This design comes from an exercise in tuning for small area on the open sky130 flow, not from production work. Only the layout flow was run in this run; the RTL was not checked for function there.

==> flow/run.sh <==
#!/bin/bash
# synth_recipe.tcl (not shown) runs the flow's synth.tcl, then flattens the netlist and writes it again
# the make line also repeats each setting of config.mk as NAME=value (left out here)
make -C /OpenROAD-flow-scripts/flow DESIGN_CONFIG=/design/flow/config.mk WORK_HOME=/design/flow/orfs CLKGATE_MAP_FILE= SYNTH_SCRIPT=/design/flow/synth_recipe.tcl finish
==> flow/config.mk <==
export PLATFORM = sky130hd
export DESIGN_NAME = overlay_top
export DESIGN_NICKNAME = overlay_top
export VERILOG_FILES = /design/flow/design.v
export SDC_FILE = /design/flow/constraint.sdc
export NUM_CORES = 4
export LEC_CHECK = 0
export CAP_MARGIN = 20
export CORE_MARGIN = 2
export CORE_UTILIZATION = 40
export SLEW_MARGIN = 20
==> flow/constraint.sdc <==
create_clock -name core_clock -period 10.0 [get_ports {clk}]
set_input_delay 2.0000 -clock core_clock [delete_from_list [all_inputs] [get_ports {clk}]]
set_output_delay 2.0000 -clock core_clock [all_outputs]
set_load 0.01 [all_outputs]
==> flow/design.v <==
package overlay_pkg;
    typedef logic [10-1:0] coord_t;
    typedef coord_t [12-1:0] region_coords_t;
    typedef logic [2*(10+1)-1:0] area_t;
    typedef logic [7-1:0] shade_t;
    typedef logic [12-1:0] region_mask_t;
endpackage
module box_snapshot (
    input  logic                        clk,
    input  logic                        reset,
    input  logic                        vsync_i,
    input  logic [12-1:0][10-1:0] min_x_i,
    input  logic [12-1:0][10-1:0] max_x_i,
    input  logic [12-1:0][10-1:0] min_y_i,
    input  logic [12-1:0][10-1:0] max_y_i,
    output logic [12-1:0][10-1:0] snap_min_x_o,
    output logic [12-1:0][10-1:0] snap_max_x_o,
    output logic [12-1:0][10-1:0] snap_min_y_o,
    output logic [12-1:0][10-1:0] snap_max_y_o
);
    logic       vsync_meta;
    logic       vsync_sync;
    logic       vsync_prev;
    logic       vsync_end;
    logic [2:0] event_cnt;
    logic       take_snap;
    always_ff @(posedge clk or posedge reset) begin
        if (reset) begin
            vsync_meta <= 1'b0;
            vsync_sync <= 1'b0;
            vsync_prev <= 1'b0;
        end else begin
            vsync_meta <= vsync_i;
            vsync_sync <= vsync_meta;
            vsync_prev <= vsync_sync;
        end
    end
    assign vsync_end = vsync_prev & ~vsync_sync;
    assign take_snap = vsync_end && (event_cnt == 3'(5 - 1));
    always_ff @(posedge clk or posedge reset) begin
        if (reset) begin
            event_cnt <= '0;
        end else if (take_snap) begin
            event_cnt <= '0;
        end else if (vsync_end) begin
            event_cnt <= event_cnt + 3'd1;
        end
    end
    always_ff @(posedge clk or posedge reset) begin
        if (reset) begin
            snap_min_x_o <= {12{overlay_pkg::coord_t'(641)}};
            snap_min_y_o <= {12{overlay_pkg::coord_t'(641)}};
            snap_max_x_o <= '0;
            snap_max_y_o <= '0;
        end else if (take_snap) begin
            snap_min_x_o <= min_x_i;
            snap_max_x_o <= max_x_i;
            snap_min_y_o <= min_y_i;
            snap_max_y_o <= max_y_i;
        end
    end
endmodule
module box_area_filter (
    input  logic                        clk,
    input  logic                        reset,
    input  logic [12-1:0][10-1:0] snap_min_x_i,
    input  logic [12-1:0][10-1:0] snap_max_x_i,
    input  logic [12-1:0][10-1:0] snap_min_y_i,
    input  logic [12-1:0][10-1:0] snap_max_y_i,
    input  logic [15-1:0]    area_thresh_i,
    output overlay_pkg::region_mask_t   region_valid_o
);
    logic [10:0]     width  [12];
    logic [10:0]     height [12];
    overlay_pkg::area_t        area   [12];
    overlay_pkg::region_mask_t is_box;
    overlay_pkg::region_mask_t valid_d;
    overlay_pkg::area_t        thresh;
    assign thresh = (area_thresh_i != '0) ? overlay_pkg::area_t'(area_thresh_i)
                                          : overlay_pkg::area_t'(16);
    always_comb begin
        for (int r = 0; r < 12; r++) begin
            is_box[r] = (snap_min_x_i[r] != overlay_pkg::coord_t'(641)) &&
                        (snap_min_y_i[r] != overlay_pkg::coord_t'(641)) &&
                        (snap_max_x_i[r] >= snap_min_x_i[r]) &&
                        (snap_max_y_i[r] >= snap_min_y_i[r]);
            if (is_box[r]) begin
                width[r]  = {1'b0, snap_max_x_i[r]} - {1'b0, snap_min_x_i[r]} + 1'b1;
                height[r] = {1'b0, snap_max_y_i[r]} - {1'b0, snap_min_y_i[r]} + 1'b1;
                area[r]   = width[r] * height[r];
            end else begin
                width[r]  = '0;
                height[r] = '0;
                area[r]   = '0;
            end
            valid_d[r] = (area[r] >= thresh);
        end
    end
    always_ff @(posedge clk or posedge reset) begin
        if (reset) begin
            region_valid_o <= '0;
        end else begin
            region_valid_o <= valid_d;
        end
    end
endmodule
module box_outline (
    input  logic                        clk,
    input  logic                        reset,
    input  overlay_pkg::coord_t         draw_x_i,
    input  overlay_pkg::coord_t         draw_y_i,
    input  logic [12-1:0][10-1:0] snap_min_x_i,
    input  logic [12-1:0][10-1:0] snap_max_x_i,
    input  logic [12-1:0][10-1:0] snap_min_y_i,
    input  logic [12-1:0][10-1:0] snap_max_y_i,
    input  overlay_pkg::region_mask_t   region_valid_i,
    output logic                        outline_hit_o
);
    overlay_pkg::region_mask_t in_x;
    overlay_pkg::region_mask_t in_y;
    overlay_pkg::region_mask_t on_h_edge;
    overlay_pkg::region_mask_t on_v_edge;
    overlay_pkg::region_mask_t region_hit;
    logic                      hit_d;
    always_comb begin
        for (int r = 0; r < 12; r++) begin
            in_x[r] = (draw_x_i >= snap_min_x_i[r]) && (draw_x_i <= snap_max_x_i[r]);
            in_y[r] = (draw_y_i >= snap_min_y_i[r]) && (draw_y_i <= snap_max_y_i[r]);
            on_h_edge[r] = ((draw_y_i == snap_min_y_i[r]) || (draw_y_i == snap_max_y_i[r]))
                           && in_x[r];
            on_v_edge[r] = ((draw_x_i == snap_min_x_i[r]) || (draw_x_i == snap_max_x_i[r]))
                           && in_y[r];
            region_hit[r] = region_valid_i[r] && (on_h_edge[r] || on_v_edge[r]);
        end
    end
    assign hit_d = |region_hit;
    always_ff @(posedge clk or posedge reset) begin
        if (reset) begin
            outline_hit_o <= 1'b0;
        end else begin
            outline_hit_o <= hit_d;
        end
    end
endmodule
module pixel_shade (
    input  logic                 clk,
    input  logic                 reset,
    input  logic [8-1:0] pixel_i,
    input  overlay_pkg::shade_t  brightness_i,
    input  logic                 outline_hit_i,
    input  logic                 highlight_i,
    output overlay_pkg::shade_t  red_o,
    output overlay_pkg::shade_t  green_o,
    output overlay_pkg::shade_t  blue_o
);
    logic [2*7-1:0] product;
    overlay_pkg::shade_t       gray_q;
    logic                      draw_red;
    assign product = pixel_i[8-1 -: 7] * brightness_i;
    always_ff @(posedge clk or posedge reset) begin
        if (reset) begin
            gray_q <= '0;
        end else begin
            gray_q <= product[2*7-1 -: 7];
        end
    end
    assign draw_red = outline_hit_i & highlight_i;
    always_ff @(posedge clk or posedge reset) begin
        if (reset) begin
            red_o   <= '0;
            green_o <= '0;
            blue_o  <= '0;
        end else if (draw_red) begin
            red_o   <= '1;
            green_o <= '0;
            blue_o  <= '0;
        end else begin
            red_o   <= gray_q;
            green_o <= gray_q;
            blue_o  <= gray_q;
        end
    end
endmodule
module overlay_top (
    input  logic                        clk,
    input  logic                        reset,
    input  logic                        vsync_i,
    input  logic [12-1:0][10-1:0] region_min_x_i,
    input  logic [12-1:0][10-1:0] region_max_x_i,
    input  logic [12-1:0][10-1:0] region_min_y_i,
    input  logic [12-1:0][10-1:0] region_max_y_i,
    input  overlay_pkg::coord_t         draw_x_i,
    input  overlay_pkg::coord_t         draw_y_i,
    input  logic [8-1:0]       pixel_i,
    input  overlay_pkg::shade_t         brightness_i,
    input  logic [15-1:0]    area_thresh_i,
    input  logic                        highlight_i,
    output overlay_pkg::shade_t         red_o,
    output overlay_pkg::shade_t         green_o,
    output overlay_pkg::shade_t         blue_o
);
    logic [12-1:0][10-1:0] snap_min_x;
    logic [12-1:0][10-1:0] snap_max_x;
    logic [12-1:0][10-1:0] snap_min_y;
    logic [12-1:0][10-1:0] snap_max_y;
    overlay_pkg::region_mask_t   region_valid;
    logic                        outline_hit;
    box_snapshot u_box_snapshot (
        .clk          (clk),
        .reset        (reset),
        .vsync_i      (vsync_i),
        .min_x_i      (region_min_x_i),
        .max_x_i      (region_max_x_i),
        .min_y_i      (region_min_y_i),
        .max_y_i      (region_max_y_i),
        .snap_min_x_o (snap_min_x),
        .snap_max_x_o (snap_max_x),
        .snap_min_y_o (snap_min_y),
        .snap_max_y_o (snap_max_y)
    );
    box_area_filter u_box_area_filter (
        .clk            (clk),
        .reset          (reset),
        .snap_min_x_i   (snap_min_x),
        .snap_max_x_i   (snap_max_x),
        .snap_min_y_i   (snap_min_y),
        .snap_max_y_i   (snap_max_y),
        .area_thresh_i  (area_thresh_i),
        .region_valid_o (region_valid)
    );
    box_outline u_box_outline (
        .clk            (clk),
        .reset          (reset),
        .draw_x_i       (draw_x_i),
        .draw_y_i       (draw_y_i),
        .snap_min_x_i   (snap_min_x),
        .snap_max_x_i   (snap_max_x),
        .snap_min_y_i   (snap_min_y),
        .snap_max_y_i   (snap_max_y),
        .region_valid_i (region_valid),
        .outline_hit_o  (outline_hit)
    );
    pixel_shade u_pixel_shade (
        .clk           (clk),
        .reset         (reset),
        .pixel_i       (pixel_i),
        .brightness_i  (brightness_i),
        .outline_hit_i (outline_hit),
        .highlight_i   (highlight_i),
        .red_o         (red_o),
        .green_o       (green_o),
        .blue_o        (blue_o)
    );
endmodule
==> results.py <==
metrics = {
    "synth": {
        "syn_area_per_cell_um2": 8.603,
        "synth_top_family_by_area": "adder cells",
        "async_flop_share": 1.000,
        "synth_top_area_frac": 0.2400,
        "synth_fa_ha_area_frac": 0.4611,
        "netlist_area_mm2": 0.09989,
        "ys.warnings.count": 7,
        "synth.area.top_cells": "ha_1 (24%), fa_1 (22%), dfrtp_1 (11%)",
        "syn_inst": 11610,
        "synth_top_area_cell": "ha_1",
        "synth-seq-area-share": 0.1312,
        "syn_nets": 15160,
        "synth_seq_cells": 520,
        "synth-simple-area-share": 0.1491,
        "synth_mux_area_frac": 0.001253,
        "ys_types": 93,
        "synth-edff-count": 0,
        "synth_ff_type": "dfrtp_1",
        "synthXorXnorAreaFrac": 0.04025,
        "synth_compound_gate_area_share": 0.1258,
    },
    "timing": {
        "hold_violations": 0,
        "fin_setup_tns_ps": 0,
        "setup_violations": 0,
        "rsz0062_at_grt": "false",
        "tightest_slew_ps": 1155,
        "drv_slew": 0,
        "fmax_mhz": 108.4,
        "slew-limit-headroom": 0.2298,
        "fin_worst_skew_ps": 40.68,
        "period_share": 0.9223,
        "fin_crit_ps": 9223,
    },
    "cts": {
        "post_cts_buffers": 0,
        "cts-root-buf": "clkbuf_16",
        "cts_max_level": 3,
        "cts_tree": "built",
        "clk_pin_slew_ps": 70,
        "cts_buffers": 76,
        "clk_latency_ps": 750,
        "clockBufferDepth": 3,
        "cts_hold_buf": 0,
        "clock-sinks": 520,
    },
    "cells_and_area": {
        "layout_commonest_cell": "inv_1",
        "syn_to_final_growth_pct": 12.63,
        "nets": 15690,
        "layout_common_cells": "inv_1 (2173), ha_1 (1916), nand2_1 (1202), fa_1 (1103), nor2_1 (645)",
        "drive_gt1_frac": 0.03369,
        "fin_util": 0.4529,
    },
    "floorplanning": {
        "row_count": 183,
        "start_util": 0.4021,
        "core_mm2": 0.2484,
        "chipHeight_um": 503.7,
        "pin_count": 555,
        "dieArea_mm2": 0.2537,
        "die_x_um": 503.7,
    },
    "run": {
        "drv_cap": 0,
    },
    "grt": {
        "grt_pass1_vias": 86600,
        "antenna_found_initial": 49,
        "grt_max_degree": 166,
        "grt_util_all_layers": 0.2623,
        "overflow": 0,
        "grt_pass1_wl_um": 513000,
    },
    "critical_path": {
        "r2r-end": "u_box_area_filter.region_valid_o[4]$_DFF_PP0_",
        "r2r_cells": 35,
        "cpPeakStageDelay_ps": 590,
        "critPathMaxFanout": 6,
        "critical_path_required_ps": 10620,
        "reg2reg_setup_slack_ps": 780,
        "cp.arrival_ps": 9840,
        "regToRegStartpoint": "u_box_snapshot.snap_min_x_o[40]$_DFFE_PP1P_",
        "cp-end-kind": "register",
        "critPathSlowestCell": "nor4b_1",
        "cpMostUsedCell": "fa_1",
        "startpoint_type": "register",
        "crit_type": "reg -> reg",
    },
    "worst_hold_path": {
        "whs_endpoint": "u_box_snapshot.vsync_sync$_DFF_PP0_",
        "min_from": "u_box_snapshot.vsync_meta$_DFF_PP0_",
        "hold_depth": 0,
        "hold_class": "reg -> reg",
    },
    "route": {
        "drc": 0,
        "avgViaCountPerCell": 5.300,
        "wl_per_cell_um": 21.45,
        "drtIter0Drc": 5941,
        "vias": 82420,
        "drt_pass1_iterations": 6,
        "ant_nets": 0,
        "wirelength_um": 333500,
    },
    "outcome": {
        "status": "finished clean",
    },
    "placement": {
        "dp_hpwl_um": 271100,
        "io_buffers": 553,
        "finalWeightedCongestion": 0.9543,
    },
}
==> through the flow <==
| step | area (um2) | hold slack (ps) | cells | worst slack (ps) |
|---|---|---|---|---|
| after global placement | 109800 | 340.6 | 15390 | 720.9 |
| after CTS | 112400 | 358.5 | 15530 | 654.9 |
| after global routing | 112500 | 374.9 | 15540 | 0.5356 |
| after floorplan | 99890 | 331.2 | 11610 | 994.6 |
| final | 112500 | 354.0 | 15550 | 777.5 |
| after detailed placement | 109800 | 335.5 | 15390 | 710.8 |
==> synthesized netlist by cell type (all sizes together), types with 9 or more instances <==
cell type and number:
nand4 130, o211ai 26, a21boi 11, dfstp 72
a221oi 15, xnor2 270, nand2 1202, and4 9
nor3b 20, nor2b 132, o41ai 17, and3 28
or3 9, a21oi 466, nand2b 255, inv 2181
dfrtp 448, clkbuf 238, o21a 55, o21bai 149
o31ai 15, and2 430, nor3 68, o21ai 732
a2111oi 15, nor4 55, o2111ai 17, ha 1916
fa 1103, or2 11, a211oi 62, a21o 303
a211o 14, nand3 126, a221o 9, a31oi 53
xor2 189, nor2 645
==> metal layers <==
layer,GRT usage,wire length [um]
met2,0.4247,152100
met3,0.03624,19250
met1,0.3448,144400
met4,0.1253,17750
met5,0,40
==> sequential cells by signal, summed over array words and instances (netlist names) <==
| name | cells |
|---|---|
| u_box_snapshot.snap_min_y_o | 120 |
| u_box_snapshot.snap_max_y_o | 120 |
| u_box_outline.outline_hit_o | 1 |
| u_pixel_shade.red_o | 7 |
| u_box_snapshot.vsync_prev | 1 |
| u_pixel_shade.gray_q | 7 |
| u_box_area_filter.region_valid_o | 12 |
| u_box_snapshot.vsync_meta | 1 |
| u_box_snapshot.snap_max_x_o | 120 |
| u_pixel_shade.green_o | 7 |
| u_box_snapshot.event_cnt | 3 |
| u_box_snapshot.vsync_sync | 1 |
| u_box_snapshot.snap_min_x_o | 120 |
==> area by class of cell <==
class / count / area, um2
timing repair buffer: 692 / 6649
sequential: 520 / 13100
tap: 3330 / 4167
fill: 24270 / 135900
inverter: 2181 / 8190
clock buffer: 108 / 2206
multi-input combinational: 8665 / 77740
clock inverter: 33 / 396.6
antenna: 23 / 57.56
==> timing repair <==
action                     CTS  global route
hold endpoints to repair     0             0
gates resized for setup      0             2
setup endpoints to repair    0             1
==> worst max-delay path: cells and delay by family (launching register included) <==
kind	cells	cell delay, ps
AO/OA/AOI/OAI	10	1990
XOR/XNOR	1	230
adder cells (fa/ha/maj)	10	4150
buffers and inverters	4	240
flip-flops	1	570
AND/OR/NAND/NOR	10	1950
==> logic make-up (layout without fill, tap and decap cells) <==
| logic type | count (synthesis) | after routing |
|---|---|---|
| other | 0 | 23 |
| buffers and inverters | 2426 | 3014 |
| muxes | 12 | 12 |
| and+or+nand+nor | 3140 | 3140 |
| adders and majority gates | 3019 | 3019 |
| xor gates and xnor gates | 459 | 459 |
| DFF | 520 | 520 |
| AOI/OAI and AO/OA | 2035 | 2035 |
==> worst max path at each step <==
stage | start | end | slack (ps)
floorplan | reset | u_box_area_filter.region_valid_o[0]$_DFF_PP0_ | 990
global placement | u_box_snapshot.snap_min_y_o[42]$_DFFE_PP0P_ | u_box_area_filter.region_valid_o[4]$_DFF_PP0_ | 720
detailed placement | u_box_snapshot.snap_min_y_o[42]$_DFFE_PP0P_ | u_box_area_filter.region_valid_o[4]$_DFF_PP0_ | 710
CTS | u_box_snapshot.snap_min_y_o[42]$_DFFE_PP0P_ | u_box_area_filter.region_valid_o[4]$_DFF_PP0_ | 650
global route | u_box_snapshot.snap_min_x_o[41]$_DFFE_PP0P_ | u_box_area_filter.region_valid_o[4]$_DFF_PP0_ | 0.5
finish | u_box_snapshot.snap_min_x_o[40]$_DFFE_PP1P_ | u_box_area_filter.region_valid_o[4]$_DFF_PP0_ | 780

## static timing again, ports no longer ideal
How much do the figures lean on ideal ports? The routed layout below was timed once more, with nothing changed but the port constraints. Step 1 assumes that a clkbuf_16 drives the clock port and a buf_2 every other input. Step 2 adds t to the input delays and takes it off the output delays; t is the mean of the earliest and latest rising clock arrival at the registers after step 1. Input paths then give back, and output paths get back, about the clock's delay inside the block. Three values: ideal, step 1, step 2; two values: the first two.
t, ns: 0.817
slack for setup (ns): 0.777 / 0.777 / 0.777
latest minus earliest clock arrival (ns): 0.053 / 0.053
worst slew at a driven data input, ns: 0.27
After both steps setup and hold are still met in this run. For this run, drivers alone change the setup slack by 0.000 ns; drivers and shift together by 0.000 ns.
